This design comes from an exercise in tuning for a short achievable clock period and few clock cycles on the open sky130 flow, not from production work.
In this exercise RTL edits were held to simulation tests only and were not proved equivalent to the original.
Power figures rest on the tool's default switching activity, not on a simulated workload.

==> onyx: inputs <==
==> flow/design.v (excerpt) <==
module proc (
   input  logic                     clk_i,
   input  logic                     rst_i,
   input  logic                     load_en_i,
   input  logic [6-1:0] load_addr_i,
   input  logic [15:0]              load_instr_i,
   output logic                     wb_en_o,
   output logic [2:0]               wb_reg_o,
   output logic [15:0]              wb_data_o,
   output logic                     halt_o,
   output logic                     err_o
);
make LEC_CHECK=0 ABC_CLOCK_PERIOD_IN_PS=2000 CAP_MARGIN=20 CORE_MARGIN=2 CORE_UTILIZATION=40 SETUP_SLACK_MARGIN=2.0 SLEW_MARGIN=20 SYNTH_HIERARCHICAL=1 SYNTH_MINIMUM_KEEP_SIZE=0 TNS_END_PERCENT=20 finish   # period 5.0 ns
run.sh (not shown) runs the stock make flow with config.mk's settings and CLKGATE_MAP_FILE= SYNTH_SCRIPT=/design/flow/synth_recipe.tcl, a recipe that flattens the netlist after the stock synthesis.
==> inputs of juniper, as changes to onyx <==
--- a/flow/design.v
+++ b/flow/design.v
@@ -97,15 +97,14 @@
    input  logic        clk_i,
    input  logic        rst_i,
    input  logic        id_valid_i,
    input  proc_pkg::instr_u id_instr_i,
    input  logic [15:0] id_pc_inc_i,
    input  logic        id_pred_i,     
    input  logic        ex_redirect_i,  
-   input  logic        ex_res_zero_i,  
    input  logic        wb_en_i,
    input  logic [2:0]  wb_reg_i,
    input  logic [15:0] wb_data_i,
    input  logic        mem_wr_en_i,
    input  logic        mem_ld_i,
    input  logic [2:0]  mem_rd_i,
    input  logic [15:0] mem_result_i,
@@ -125,14 +124,15 @@
    output logic        ex_st_o,
    output logic        ex_halt_o,
    output logic        ex_illegal_o,
    output logic        ex_fwd_a_m_o,
    output logic        ex_fwd_a_w_o,
    output logic        ex_fwd_b_m_o,
    output logic        ex_fwd_b_w_o,
+   output logic        ex_sub_o,       
    output logic        ex_chk_o,
    output logic        ex_a_zero_o,    
    output logic        ex_pred_o,
    output logic        ex_beqz_o,
    output logic [15:0] ex_tgt_o,
    output logic [15:0] ex_fall_o
 );
@@ -177,23 +177,22 @@
    assign dst = is_rtype ? id_instr_i.r.rd : id_instr_i.i.rd;
    assign use_a  = is_rtype || is_addi || is_ld || is_st || is_beqz || is_bnez;
    assign use_b  = is_rtype || is_st;
    assign writes = is_rtype || is_addi || is_ld;
    logic is_br;
    logic fwd_a_m, fwd_a_w, fwd_b_m, fwd_b_w;
    logic br_dep;
-   logic br_ex_alu;
-   assign is_br     = is_beqz || is_bnez;
-   assign br_ex_alu = ex_wr_en_o && !ex_ld_o && ex_rd_o == src_a;
-   assign br_dep    = is_br && ex_ld_o && ex_rd_o == src_a;
-   assign hazard_a = 1'b0;
-   assign hazard_b = 1'b0;
-   assign fwd_a_m = ex_wr_en_o && ex_rd_o == src_a;
+   assign is_br    = is_beqz || is_bnez;
+   assign br_dep   = is_br && ((ex_wr_en_o && ex_rd_o == src_a) ||
+                               (mem_ld_i && mem_rd_i == src_a));
+   assign hazard_a = use_a && ex_ld_o && ex_rd_o == src_a;
+   assign hazard_b = use_b && ex_ld_o && ex_rd_o == src_b;
+   assign fwd_a_m = ex_wr_en_o && !ex_ld_o && ex_rd_o == src_a;
    assign fwd_a_w = !fwd_a_m && mem_wr_en_i && mem_rd_i == src_a;
-   assign fwd_b_m = ex_wr_en_o && ex_rd_o == src_b;
+   assign fwd_b_m = ex_wr_en_o && !ex_ld_o && ex_rd_o == src_b;
    assign fwd_b_w = !fwd_b_m && mem_wr_en_i && mem_rd_i == src_b;
    assign stall_id_o = id_valid_i && (hazard_a || hazard_b);
    assign issue      = id_valid_i && !stall_id_o && !ex_redirect_i;
    assign halt_id_o  = id_valid_i && is_halt && !ex_redirect_i;
    always_ff @(posedge clk_i) begin
       if (rst_i) begin
          for (int i = 0; i < 8; i++) begin
@@ -211,16 +210,15 @@
       if (rst_i) begin
          rzero <= 8'hff;
       end else if (wb_en_i) begin
          rzero[wb_reg_i] <= wb_data_i == 16'd0;
       end
    end
    always_comb begin
-      if (br_ex_alu)                                    br_zero = ex_res_zero_i;
-      else if (mem_wr_en_i && mem_rd_i == src_a)         br_zero = mem_result_i == 16'd0;
+      if (mem_wr_en_i && !mem_ld_i && mem_rd_i == src_a) br_zero = mem_result_i == 16'd0;
       else if (wb_en_i && wb_reg_i == src_a)             br_zero = wb_data_i == 16'd0;
       else                                              br_zero = rzero[src_a];
    end
    assign taken = is_j || (is_beqz && br_zero) || (is_bnez && !br_zero);
    assign redirect_o    = issue && !br_dep && (taken != id_pred_i);
    assign redirect_pc_o = taken ? id_pc_inc_i + {{11{id_instr_i.i.imm[4]}}, id_instr_i.i.imm} :
                                   id_pc_inc_i;
@@ -239,14 +237,15 @@
          ex_st_o      <= issue && is_st;
          ex_halt_o    <= issue && is_halt;
          ex_illegal_o <= issue && is_illegal;
       end
    end
    always_ff @(posedge clk_i) begin
       ex_chk_o     <= issue && br_dep;
+      ex_sub_o     <= is_rtype && id_instr_i.r.fn == 2'b01;
       ex_a_zero_o  <= br_zero;
       ex_pred_o    <= id_pred_i;
       ex_beqz_o    <= is_beqz;
       ex_tgt_o     <= id_pc_inc_i + {{11{id_instr_i.i.imm[4]}}, id_instr_i.i.imm};
       ex_fall_o    <= id_pc_inc_i;
       ex_fwd_a_m_o <= fwd_a_m;
       ex_fwd_a_w_o <= fwd_a_w;
@@ -277,22 +276,22 @@
    input  logic        ex_halt_i,
    input  logic        ex_illegal_i,
    input  logic        ex_fwd_a_m_i,
    input  logic        ex_fwd_a_w_i,
    input  logic        ex_fwd_b_m_i,
    input  logic        ex_fwd_b_w_i,
    input  logic [15:0] wb_data_i,
+   input  logic        ex_sub_i,
    input  logic        ex_chk_i,
    input  logic        ex_a_zero_i,
    input  logic        ex_pred_i,
    input  logic        ex_beqz_i,
    input  logic [15:0] ex_tgt_i,
    input  logic [15:0] ex_fall_i,
    output logic        ex_redirect_o,
-   output logic        ex_res_zero_o,    
    output logic [15:0] ex_redirect_pc_o,
    output logic        mem_valid_o,
    output logic [15:0] mem_result_o,
    output logic [15:0] mem_store_data_o,
    output logic [2:0]  mem_rd_o,
    output logic        mem_wr_en_o,
    output logic        mem_ld_o,
@@ -311,30 +310,16 @@
                      (ex_fwd_a_w_i ? wb_data_i == 16'd0 : ex_a_zero_i);
    assign br_taken = ex_beqz_i ? a_zero : !a_zero;
    assign ex_redirect_o    = ex_valid_i && ex_chk_i && br_taken != ex_pred_i;
    assign ex_redirect_pc_o = br_taken ? ex_tgt_i : ex_fall_i;
    assign op_b = ex_use_imm_i ? {{11{ex_imm_i[4]}}, ex_imm_i} : b;
    logic [15:0] sum;
    logic        is_sub;
-   logic [15:0] dmem [0:(1 << 6)-1];
-   logic [63:0] row;
-   logic [15:0] ld_data;
-   ex_sam sam_i (.x_i(a[5:0]), .imm_i(ex_imm_i), .row_o(row));
-   always_comb begin
-      ld_data = 16'd0;
-      for (int k = 0; k < 64; k++) ld_data = ld_data | (row[k] ? dmem[k] : 16'd0);
-   end
-   always_ff @(posedge clk_i) begin
-      for (int k = 0; k < 64; k++) begin
-         if (ex_valid_i && ex_st_i && row[k]) dmem[k] <= b;
-      end
-   end
-   assign is_sub = ex_fn_i == 2'b01;
+   assign is_sub = ex_sub_i;
    ex_add add_i (.a_i(a), .b_i(op_b ^ {16{is_sub}}), .cin_i(is_sub), .s_o(sum));
-   ex_zt zt_i (.a_i(a), .b_i(op_b), .fn_i(ex_fn_i), .zero_o(ex_res_zero_o));
    always_comb begin
       case (ex_fn_i)
          2'b11: alu_res = a & op_b;
          2'b10: alu_res = a ^ op_b;
          default:      alu_res = sum;
       endcase
    end
@@ -352,15 +337,15 @@
          mem_ld_o      <= ex_ld_i;
          mem_st_o      <= ex_st_i;
          mem_halt_o    <= ex_halt_i;
          mem_illegal_o <= ex_illegal_i;
       end
    end
    always_ff @(posedge clk_i) begin
-      mem_result_o     <= ex_ld_i ? ld_data : alu_res;
+      mem_result_o     <= alu_res;
       mem_store_data_o <= b;
       mem_rd_o         <= ex_rd_i;
    end
 endmodule
 module ex_add (
    input  logic [15:0] a_i,
    input  logic [15:0] b_i,
@@ -369,79 +354,30 @@
 );
    logic [15:0] pg_g [0:4];
    logic [15:0] pg_p [0:4];
    logic [15:0] carry;
    always_comb begin
       pg_g[0] = a_i & b_i;
       pg_p[0] = a_i ^ b_i;
-      pg_g[0][0] = (a_i[0] & b_i[0]) | ((a_i[0] ^ b_i[0]) & cin_i);
       for (int l = 0; l < 4; l++) begin
          for (int i = 0; i < 16; i++) begin
             if (i >= (1 << l)) begin
                pg_g[l+1][i] = pg_g[l][i] | (pg_p[l][i] & pg_g[l][i - (1 << l)]);
                pg_p[l+1][i] = pg_p[l][i] & pg_p[l][i - (1 << l)];
             end else begin
                pg_g[l+1][i] = pg_g[l][i];
                pg_p[l+1][i] = pg_p[l][i];
             end
          end
       end
       carry[0] = cin_i;
-      for (int i = 1; i < 16; i++) carry[i] = pg_g[4][i-1];
+      for (int i = 1; i < 16; i++) carry[i] = pg_g[4][i-1] | (pg_p[4][i-1] & cin_i);
    end
    assign s_o = (a_i ^ b_i) ^ carry;
 endmodule
-module ex_sam (
-   input  logic [5:0]  x_i,
-   input  logic [4:0]  imm_i,
-   output logic [63:0] row_o
-);
-   logic [5:0] y;
-   assign y = {imm_i[4], imm_i};
-   always_comb begin
-      for (int k = 0; k < 64; k++) begin
-         logic [5:0] kk;
-         logic       mt;
-         logic       c;
-         kk = 6'(k);
-         mt = 1'b1;
-         for (int i = 0; i < 6; i++) begin
-            if (i == 0) c = 1'b0;
-            else c = kk[i-1] ? (x_i[i-1] & y[i-1]) : (x_i[i-1] | y[i-1]);
-            mt = mt & ((x_i[i] ^ y[i] ^ kk[i]) == c);
-         end
-         row_o[k] = mt;
-      end
-   end
-endmodule
-module ex_zt (
-   input  logic [15:0] a_i,
-   input  logic [15:0] b_i,
-   input  logic [1:0]  fn_i,
-   output logic        zero_o
-);
-   logic        sub;
-   logic [15:0] opb, px, po;
-   logic        zsum;
-   assign sub = fn_i == 2'b01;
-   assign opb = b_i ^ {16{sub}};
-   assign px  = a_i ^ opb;
-   assign po  = a_i | opb;
-   always_comb begin
-      zsum = px[0] == sub;
-      for (int i = 1; i < 16; i++) zsum = zsum && (px[i] == po[i-1]);
-   end
-   always_comb begin
-      case (fn_i)
-         2'b11: zero_o = (a_i & b_i) == 16'd0;
-         2'b10: zero_o = a_i == b_i;
-         default:      zero_o = zsum;
-      endcase
-   end
-endmodule
 `timescale 1ns/1ps
 module memory (
    input  logic        clk_i,
    input  logic        rst_i,
    input  logic        mem_valid_i,
    input  logic [15:0] mem_result_i,
    input  logic [15:0] mem_store_data_i,
@@ -453,17 +389,25 @@
    input  logic        mem_illegal_i,
    output logic        wb_en_o,
    output logic [2:0]  wb_reg_o,
    output logic [15:0] wb_data_o,
    output logic        halt_o,
    output logic        err_o
 );
+   logic [15:0]              dmem [0:(1 << 6)-1];
+   logic [6-1:0] addr;
+   assign addr = mem_result_i[6-1:0];
+   always_ff @(posedge clk_i) begin
+      if (mem_valid_i && mem_st_i) begin
+         dmem[addr] <= mem_store_data_i;
+      end
+   end
    always_ff @(posedge clk_i) begin
       wb_reg_o  <= mem_rd_i;
-      wb_data_o <= mem_result_i;
+      wb_data_o <= mem_ld_i ? dmem[addr] : mem_result_i;
    end
    always_ff @(posedge clk_i) begin
       if (rst_i) begin
          wb_en_o <= 1'b0;
          halt_o  <= 1'b0;
          err_o   <= 1'b0;
       end else begin
@@ -503,15 +447,15 @@
    logic [2:0]  ex_rd;
    logic        ex_wr_en;
    logic        ex_ld;
    logic        ex_st;
    logic        ex_halt;
    logic        ex_illegal;
    logic        ex_fwd_a_m, ex_fwd_a_w, ex_fwd_b_m, ex_fwd_b_w;
-   logic        ex_chk, ex_a_zero, ex_pred, ex_beqz, ex_redirect, ex_res_zero;
+   logic        ex_chk, ex_a_zero, ex_pred, ex_beqz, ex_redirect, ex_sub;
    logic [15:0] ex_tgt, ex_fall, ex_redirect_pc;
    logic        mem_valid;
    logic [15:0] mem_result;
    logic [15:0] mem_store_data;
    logic [2:0]  mem_rd;
    logic        mem_wr_en;
    logic        mem_ld;
@@ -522,34 +466,33 @@
       .clk_i(clk_i), .rst_i(rst_i), .load_en_i(load_en_i), .load_addr_i(load_addr_i),
       .load_instr_i(load_instr_i), .stall_id_i(stall_id), .redirect_i(redirect),
       .redirect_pc_i(redirect_pc), .halt_id_i(halt_id), .ex_redirect_i(ex_redirect),
       .ex_redirect_pc_i(ex_redirect_pc), .id_valid_o(id_valid),
       .id_instr_o(id_instr), .id_pc_inc_o(id_pc_inc), .id_pred_o(id_pred));
    decode decode_i (
       .clk_i(clk_i), .rst_i(rst_i), .id_valid_i(id_valid), .id_instr_i(id_instr),
-      .id_pc_inc_i(id_pc_inc), .id_pred_i(id_pred), .ex_redirect_i(ex_redirect),
-      .ex_res_zero_i(ex_res_zero), .wb_en_i(wb_en_o), .wb_reg_i(wb_reg_o), .wb_data_i(wb_data_o),
+      .id_pc_inc_i(id_pc_inc), .id_pred_i(id_pred), .ex_redirect_i(ex_redirect), .wb_en_i(wb_en_o), .wb_reg_i(wb_reg_o), .wb_data_i(wb_data_o),
       .mem_wr_en_i(mem_wr_en), .mem_ld_i(mem_valid && mem_ld), .mem_rd_i(mem_rd),
       .mem_result_i(mem_result), .stall_id_o(stall_id),
       .redirect_o(redirect), .redirect_pc_o(redirect_pc), .halt_id_o(halt_id),
       .ex_valid_o(ex_valid), .ex_fn_o(ex_fn), .ex_use_imm_o(ex_use_imm), .ex_a_o(ex_a),
       .ex_b_o(ex_b), .ex_imm_o(ex_imm), .ex_rd_o(ex_rd), .ex_wr_en_o(ex_wr_en),
       .ex_ld_o(ex_ld), .ex_st_o(ex_st), .ex_halt_o(ex_halt), .ex_illegal_o(ex_illegal),
       .ex_fwd_a_m_o(ex_fwd_a_m), .ex_fwd_a_w_o(ex_fwd_a_w), .ex_fwd_b_m_o(ex_fwd_b_m),
-      .ex_fwd_b_w_o(ex_fwd_b_w), .ex_chk_o(ex_chk), .ex_a_zero_o(ex_a_zero), .ex_pred_o(ex_pred), .ex_beqz_o(ex_beqz),
+      .ex_fwd_b_w_o(ex_fwd_b_w), .ex_sub_o(ex_sub), .ex_chk_o(ex_chk), .ex_a_zero_o(ex_a_zero), .ex_pred_o(ex_pred), .ex_beqz_o(ex_beqz),
       .ex_tgt_o(ex_tgt), .ex_fall_o(ex_fall));
    execute execute_i (
       .clk_i(clk_i), .rst_i(rst_i), .ex_valid_i(ex_valid), .ex_fn_i(ex_fn),
       .ex_use_imm_i(ex_use_imm), .ex_a_i(ex_a), .ex_b_i(ex_b), .ex_imm_i(ex_imm),
       .ex_rd_i(ex_rd), .ex_wr_en_i(ex_wr_en), .ex_ld_i(ex_ld), .ex_st_i(ex_st),
       .ex_halt_i(ex_halt), .ex_illegal_i(ex_illegal), .ex_fwd_a_m_i(ex_fwd_a_m),
       .ex_fwd_a_w_i(ex_fwd_a_w), .ex_fwd_b_m_i(ex_fwd_b_m), .ex_fwd_b_w_i(ex_fwd_b_w),
-      .wb_data_i(wb_data_o), .ex_chk_i(ex_chk), .ex_a_zero_i(ex_a_zero), .ex_pred_i(ex_pred), .ex_beqz_i(ex_beqz),
+      .wb_data_i(wb_data_o), .ex_sub_i(ex_sub), .ex_chk_i(ex_chk), .ex_a_zero_i(ex_a_zero), .ex_pred_i(ex_pred), .ex_beqz_i(ex_beqz),
       .ex_tgt_i(ex_tgt), .ex_fall_i(ex_fall), .ex_redirect_o(ex_redirect),
-      .ex_redirect_pc_o(ex_redirect_pc), .ex_res_zero_o(ex_res_zero), .mem_valid_o(mem_valid),
+      .ex_redirect_pc_o(ex_redirect_pc), .mem_valid_o(mem_valid),
       .mem_result_o(mem_result), .mem_store_data_o(mem_store_data), .mem_rd_o(mem_rd),
       .mem_wr_en_o(mem_wr_en), .mem_ld_o(mem_ld), .mem_st_o(mem_st),
       .mem_halt_o(mem_halt), .mem_illegal_o(mem_illegal));
    memory memory_i (
       .clk_i(clk_i), .rst_i(rst_i), .mem_valid_i(mem_valid), .mem_result_i(mem_result),
       .mem_store_data_i(mem_store_data), .mem_rd_i(mem_rd), .mem_wr_en_i(mem_wr_en),
       .mem_ld_i(mem_ld), .mem_st_i(mem_st), .mem_halt_i(mem_halt),
- CORE_UTILIZATION: 40 -> 45
- SETUP_SLACK_MARGIN: 2.0 -> 2.5
- TNS_END_PERCENT: 20 -> 40
==> comparison <==
onyx passed the timing, design-rule and antenna checks. juniper produced a clean layout. In onyx the combinational power is lower than in juniper, by about 2%. Of juniper and onyx, onyx has the higher wire length (gap 7.5%, measured against onyx). In juniper the global-route usage is higher than in onyx, by 1.2 points. In juniper the total power is larger than in onyx, by about 2%. Against juniper, the clock skew of onyx is lower by 0.025 ns. Sequential power is about the same in onyx and juniper.
==> figures <==
| quantity | onyx | juniper |
|---|---|---|
| Drt pass-1 iters | 8 | 6 |
| Post-Place Cells | 9,692 | 9,212 |
| Routed metal-1 wirelength | 141 mm | 133 mm |
| Post-Synthesis Net Count | 5,962 | 5,943 |
| WL final | 371 mm | 343 mm |
| Num sequential | 2,783 | 2,802 |
| Result of the run | no timing/DRC/antenna violations | no timing/DRC/antenna violations |
| Fraction of the core area covered by cells at the end of the flow | 0.493 | 0.548 |
| Area of the mapped netlist | 0.110 mm² | 0.112 mm² |
| Critical-path cell with the highest stage delay | dfxtp_4 | mux4_2 |
| NonClk Buf Share | 0.0713 | 0.0680 |
| Minimum clock period | 4.64 ns | 3.32 ns |
| Maximum number of pins on one net before global-route repair | 70 | 68 |
Testbench counts of onyx, summed over its fixed seeds: cycles 21,638.
Testbench counts of juniper, summed over its fixed seeds: cycles 23,611.

## separate check: timing with driven ports
No port has a modelled driver above. Below, the same layouts with a new extraction and two added sets of constraints.
Step 1 (the two cells are an assumption about what drives the block):
set clk [get_ports {clk_i}]
set_driving_cell -lib_cell sky130_fd_sc_hd__clkbuf_16 $clk
set_driving_cell -lib_cell sky130_fd_sc_hd__buf_2 [delete_from_list [all_inputs] $clk]
Step 2 also shifts input and output timing later by t, the mid clock arrival at the registers, as if the neighbouring blocks saw the same clock.
Three values: ideal ports, drivers, drivers and shift; two values: the first two.
run | t, ns | setup slack, ns | worst hold slack (ns) | worst data-port slew with drivers (ns)
onyx | 0.926 | 0.356 / 0.356 / 0.356 | 0.389 / 0.389 / 0.389 | 0.16
juniper | 1.010 | 1.685 / 1.685 / 0.829 | 0.366 / 0.366 / 0.366 | 0.30
After both steps every run listed still meets setup and hold. The setup slack of juniper, which loses most, moves by 0.000 ns with the drivers and by -0.856 ns with both steps.
